Source: an optimization exercise on an open RTL-to-GDS flow (aim: small area, a short achievable clock period and few clock cycles per item). Production flows keep margins and buffers that such runs may drop.
In this exercise RTL edits were held to simulation tests only and were not proved equivalent to the original.
Power is estimated from default activity; no workload was simulated.

## sparse_zero_page_run_builder
module sparse_zero_page_run_builder #(
  parameter int BATCH_PAGES    = szp_pkg::BATCH_PAGES_DEF,
  parameter int MAX_PAGE_WORDS = szp_pkg::MAX_PAGE_WORDS_DEF
) (
  input  logic                            clk,
  input  logic                            rst,
  input  logic                            items_valid,
  output logic                            items_ready,
  input  logic [szp_pkg::DATA_W-1:0]      items_data_word,
  input  logic                            items_last_word,
  output logic                            runs_valid,
  input  logic                            runs_ready,
  output logic                            runs_run_kind,
  output logic [szp_pkg::RUN_WORDS_W-1:0] runs_run_words,
  output logic                            runs_run_final,
  output logic [szp_pkg::LIMIT_W-1:0]     runs_total_words,
  input  logic                            cfg_write,
  input  logic [szp_pkg::CFG_INDEX_W-1:0] cfg_index,
  input  logic [szp_pkg::CFG_DATA_W-1:0]  cfg_data
);
For scale: about 160 flip-flops, roughly 170 I/O pins, ~9800 um2 of cells after synthesis.
clock: 11.0 ns
lec_check: 0
cap_margin: 20
core_margin: 2
core_utilization: 40
slew_margin: 20
standard.sh (not shown) runs the stock make flow with config.mk's settings and CLKGATE_MAP_FILE= SYNTH_SCRIPT=/design/flow/synth_recipe.tcl, a recipe that flattens the netlist after the stock synthesis.
==> flow/flow/run.sh <==
#!/bin/bash
# The standard ORFS layout (the standard.sh), with four changes:
#  - repair_timing aims for 7.6 ns of setup margin at the design's 11 ns clock, so the
#    optimiser keeps working on paths the 11 ns constraint alone leaves untouched;
#  - the port buffers are sky130_fd_sc_hd__buf_1 instead of the default delay buffer;
#  - the clock tree is built from sky130_fd_sc_hd__clkbuf_8;
#  - global placement is not timing driven.
# The SDC, clock period, floorplan, power grid and synthesis are unchanged.
set -euo pipefail
bash standard.sh SETUP_SLACK_MARGIN=7.6 "BUFFER_PORTS_ARGS=-buffer_cell sky130_fd_sc_hd__buf_1" CTS_BUF_LIST=sky130_fd_sc_hd__clkbuf_8 GPL_TIMING_DRIVEN=0 finish > flow_make.log 2>&1
The first run completed without violations.
Testbench counts at the start, summed over its fixed seeds: cycles 49,140, items 48,000.
Edit:
==> flow/flow/run.sh (replaced) <==
#!/bin/bash
# The standard ORFS layout (the standard.sh), with four changes:
#  - repair_timing aims for 7.6 ns of setup margin at the design's 11 ns clock, so the
#    optimiser keeps working on paths the 11 ns constraint alone leaves untouched;
#  - the port buffers are sky130_fd_sc_hd__buf_1 instead of the default delay buffer;
#  - the clock tree is built from sky130_fd_sc_hd__clkbuf_8;
#  - the core is sized for 58% utilisation instead of 40%.
# The SDC, clock period, power grid and synthesis are unchanged.
set -euo pipefail
bash standard.sh SETUP_SLACK_MARGIN=7.6 "BUFFER_PORTS_ARGS=-buffer_cell sky130_fd_sc_hd__buf_1" CTS_BUF_LIST=sky130_fd_sc_hd__clkbuf_8 CORE_UTILIZATION=58 finish > flow_make.log 2>&1
What happened:
- The changed run ran to the end with no violations
- routed wire length goes down by 14%
- total power goes down by 6.2%
- via count goes down by 3.3%
- cell count goes down by about 9%
- worst setup slack improves by 30 ps
- sequential power is about the same
- clock skew goes down by 7.5 ps
- global-route usage goes up by 5.4 points
- count of clock-buffer cells in the layout goes down by 1
Edit:
==> flow/flow/run.sh (replaced) <==
#!/bin/bash
# The standard ORFS layout (the standard.sh), with three changes:
#  - repair_timing aims for 7.5 ns of setup margin at the design's 11 ns clock, so the
#    optimiser keeps working on paths the 11 ns constraint alone leaves untouched;
#  - the port buffers are sky130_fd_sc_hd__buf_1 instead of the default delay buffer;
#  - the clock tree is built from sky130_fd_sc_hd__clkbuf_8.
# The SDC, clock period, floorplan, power grid and synthesis are unchanged.
set -euo pipefail
bash standard.sh SETUP_SLACK_MARGIN=7.5 "BUFFER_PORTS_ARGS=-buffer_cell sky130_fd_sc_hd__buf_1" CTS_BUF_LIST=sky130_fd_sc_hd__clkbuf_8 finish > flow_make.log 2>&1
After rerunning: Die area increases by about 44%; setup slack degrades by 98 ps; final cell count increases by about 7%; hold slack stays flat; global-route usage drops by 6.8 points; design area came out higher by 2.3%; synthesized cell count does not change; total power grows by about 8%; wire length rises by 6.5%; sequential cell count does not change.

========
## v19
sparse_zero_page_run_builder again, from the RTL that the note above started with.
==> flow/design.v (excerpt) <==
module sparse_zero_page_run_builder #(
  parameter int BATCH_PAGES    = szp_pkg::BATCH_PAGES_DEF,
  parameter int MAX_PAGE_WORDS = szp_pkg::MAX_PAGE_WORDS_DEF
) (
  input  logic                            clk,
  input  logic                            rst,
  input  logic                            items_valid,
  output logic                            items_ready,
  input  logic [szp_pkg::DATA_W-1:0]      items_data_word,
  input  logic                            items_last_word,
  output logic                            runs_valid,
  input  logic                            runs_ready,
  output logic                            runs_run_kind,
  output logic [szp_pkg::RUN_WORDS_W-1:0] runs_run_words,
  output logic                            runs_run_final,
  output logic [szp_pkg::LIMIT_W-1:0]     runs_total_words,
  input  logic                            cfg_write,
  input  logic [szp_pkg::CFG_INDEX_W-1:0] cfg_index,
  input  logic [szp_pkg::CFG_DATA_W-1:0]  cfg_data
);
clock: 11.0 ns
lec_check: 0
cap_margin: 20
core_margin: 2
core_utilization: 40
slew_margin: 20
==> flow/flow/run.sh <==
#!/bin/bash
# The standard ORFS layout (the standard.sh), with three changes:
#  - repair_timing aims for 7.7 ns of setup margin at the design's 11 ns clock, so the
#    optimiser keeps working on paths the 11 ns constraint alone leaves untouched;
#  - the port buffers are sky130_fd_sc_hd__buf_1 instead of the default delay buffer;
#  - the clock tree is built from sky130_fd_sc_hd__clkbuf_8.
# The SDC, clock period, floorplan, power grid and synthesis are unchanged.
set -euo pipefail
bash standard.sh SETUP_SLACK_MARGIN=7.7 "BUFFER_PORTS_ARGS=-buffer_cell sky130_fd_sc_hd__buf_1" CTS_BUF_LIST=sky130_fd_sc_hd__clkbuf_8 finish > flow_make.log 2>&1
v19 ran to completion and came out clean on the timing, design-rule and antenna checks.
Testbench counts of v19, summed over its fixed seeds: cycles 49,140, items 48,000.
The inputs of v45 differ from those of v19 as listed below.
==> flow/flow/run.sh <==
#!/bin/bash
# The standard ORFS layout (the standard.sh), with four changes:
#  - repair_timing aims for 7.55 ns of setup margin at the design's 11 ns clock, so the
#    optimiser keeps working on paths the 11 ns constraint alone leaves untouched;
#  - the port buffers are sky130_fd_sc_hd__buf_1 instead of the default delay buffer;
#  - the clock tree is built from sky130_fd_sc_hd__clkbuf_8;
#  - the core is sized for 50% utilisation instead of 40%.
# The SDC, clock period, power grid and synthesis are unchanged.
set -euo pipefail
bash standard.sh SETUP_SLACK_MARGIN=7.55 "BUFFER_PORTS_ARGS=-buffer_cell sky130_fd_sc_hd__buf_1" CTS_BUF_LIST=sky130_fd_sc_hd__clkbuf_8 CORE_UTILIZATION=50 finish > flow_make.log 2>&1
Notes after the runs:
Compared with v19, v45 shows a lower sequential fraction of design power.
Total setup buffers inserted after CTS sits lower in v45 than in v19.
v45 vs. v19: combinational cell fraction of total power decreased by 3.0 points relative to the old numbers; fraction of final layout cells sized beyond drive strength 1 decreased by 6.6 points relative to the old numbers; core utilization increased by 9.5 points relative to the old numbers.
[compare] base=v19 new=v45: via count fell 382, setup slack went down 0.052 ns.
The inputs of v29 differ from those of v45 as listed below.
==> flow/flow/run.sh <==
#!/bin/bash
# The standard ORFS layout (the standard.sh), with four changes:
#  - repair_timing aims for 7.5 ns of setup margin at the design's 11 ns clock, so the
#    optimiser keeps working on paths the 11 ns constraint alone leaves untouched;
#  - the port buffers are sky130_fd_sc_hd__buf_1 instead of the default delay buffer;
#  - the clock tree is built from sky130_fd_sc_hd__clkbuf_8;
#  - global placement aims for a density of 0.7.
# The SDC, clock period, floorplan, power grid and synthesis are unchanged.
set -euo pipefail
bash standard.sh SETUP_SLACK_MARGIN=7.5 "BUFFER_PORTS_ARGS=-buffer_cell sky130_fd_sc_hd__buf_1" CTS_BUF_LIST=sky130_fd_sc_hd__clkbuf_8 PLACE_DENSITY=0.7 finish > flow_make.log 2>&1
Results
v29 ended with less relative slew slack than v45.
v29 vs. v45: maximum frequency decreased about 1.7%, power now smaller, utilization of the core after routing down 11 points, portion of the clock cycle consumed by the worst path in the final layout up 0.55 points.
On cell count along the critical path, the lower figure sits with v45, not v29.
Taking v29 as 1.0, v45 lands at 0.818 on number of well taps.
Relative to v29, the following input files were edited for v28:
==> flow/flow/run.sh <==
#!/bin/bash
# The standard ORFS layout (the standard.sh), with three changes:
#  - repair_timing aims for 7.6 ns of setup margin at the design's 11 ns clock, so the
#    optimiser keeps working on paths the 11 ns constraint alone leaves untouched;
#  - the port buffers are sky130_fd_sc_hd__buf_1 instead of the default delay buffer;
#  - the clock tree is built from sky130_fd_sc_hd__clkbuf_8.
# The SDC, clock period, floorplan, power grid and synthesis are unchanged.
set -euo pipefail
bash standard.sh SETUP_SLACK_MARGIN=7.6 "BUFFER_PORTS_ARGS=-buffer_cell sky130_fd_sc_hd__buf_1" CTS_BUF_LIST=sky130_fd_sc_hd__clkbuf_8 finish > flow_make.log 2>&1
### Flow results
v29 and v28 all finish clean.
The insertion delay of the later-clocked pin in the worst-skew pair on v28 is in line with that on v29.
Comparing internal power consumption for v29 and v28, the smaller number came from v29.
Taking v29 as the reference, in v28 relative area change from synthesis to final layout saw an increase, via count shrank by about 1%, number of global-route vias before repair shrank by about 2.4%, clock share of power now larger, final design instance area without fill increased about 0.33%.
v28 ended up with a higher clock-buffer cell count than v29 did.
Met3 routing resource usage after global routing: v28 < v29
Critical path depth up 1 in v28 wrt v29
Diff v29..v28 | global router's overall resource usage | negligible

re-timing with driven ports:
No port has a modelled driver above. Below, the same layouts with a new extraction and two added sets of constraints. Step 1 sets driving cells, clkbuf_16 on the clock port and buf_2 on the other inputs (assumed; they add their load-dependent delay and slew). Step 2 adds t to the input delays and takes it off the output delays; t is the mean of the earliest and latest rising clock arrival at the registers after step 1. Input paths then give back, and output paths get back, about the clock's delay inside the block. Slacks: ideal ports / drivers / drivers and shift; pairs: ideal ports / drivers.
| run | t, ns | setup slack, ns | hold WS [ns] | worst slew at a driven data input, ns |
|---|---|---|---|---|
| the first run of note 1 | 0.495 | 7.612 / 7.569 / 7.073 | 0.474 / 0.474 / 0.474 | 0.09 |
| the second run of note 1 | 0.503 | 7.642 / 7.601 / 7.145 | 0.479 / 0.479 / 0.479 | 0.08 |
| the third run of note 1 | 0.497 | 7.545 / 7.538 / 7.040 | 0.482 / 0.482 / 0.482 | 0.07 |
| v19 | 0.495 | 7.646 / 7.609 / 7.114 | 0.477 / 0.477 / 0.477 | 0.08 |
| v45 | 0.496 | 7.595 / 7.575 / 7.078 | 0.480 / 0.480 / 0.480 | 0.05 |
| v29 | 0.506 | 7.534 / 7.511 / 7.006 | 0.476 / 0.476 / 0.476 | 0.06 |
| v28 | 0.498 | 7.621 / 7.599 / 7.101 | 0.481 / 0.481 / 0.481 | 0.06 |
After both steps setup and hold are still met in every run listed. For the first run of note 1, which loses most, drivers alone change the setup slack by -0.043 ns; drivers and shift together by -0.539 ns.
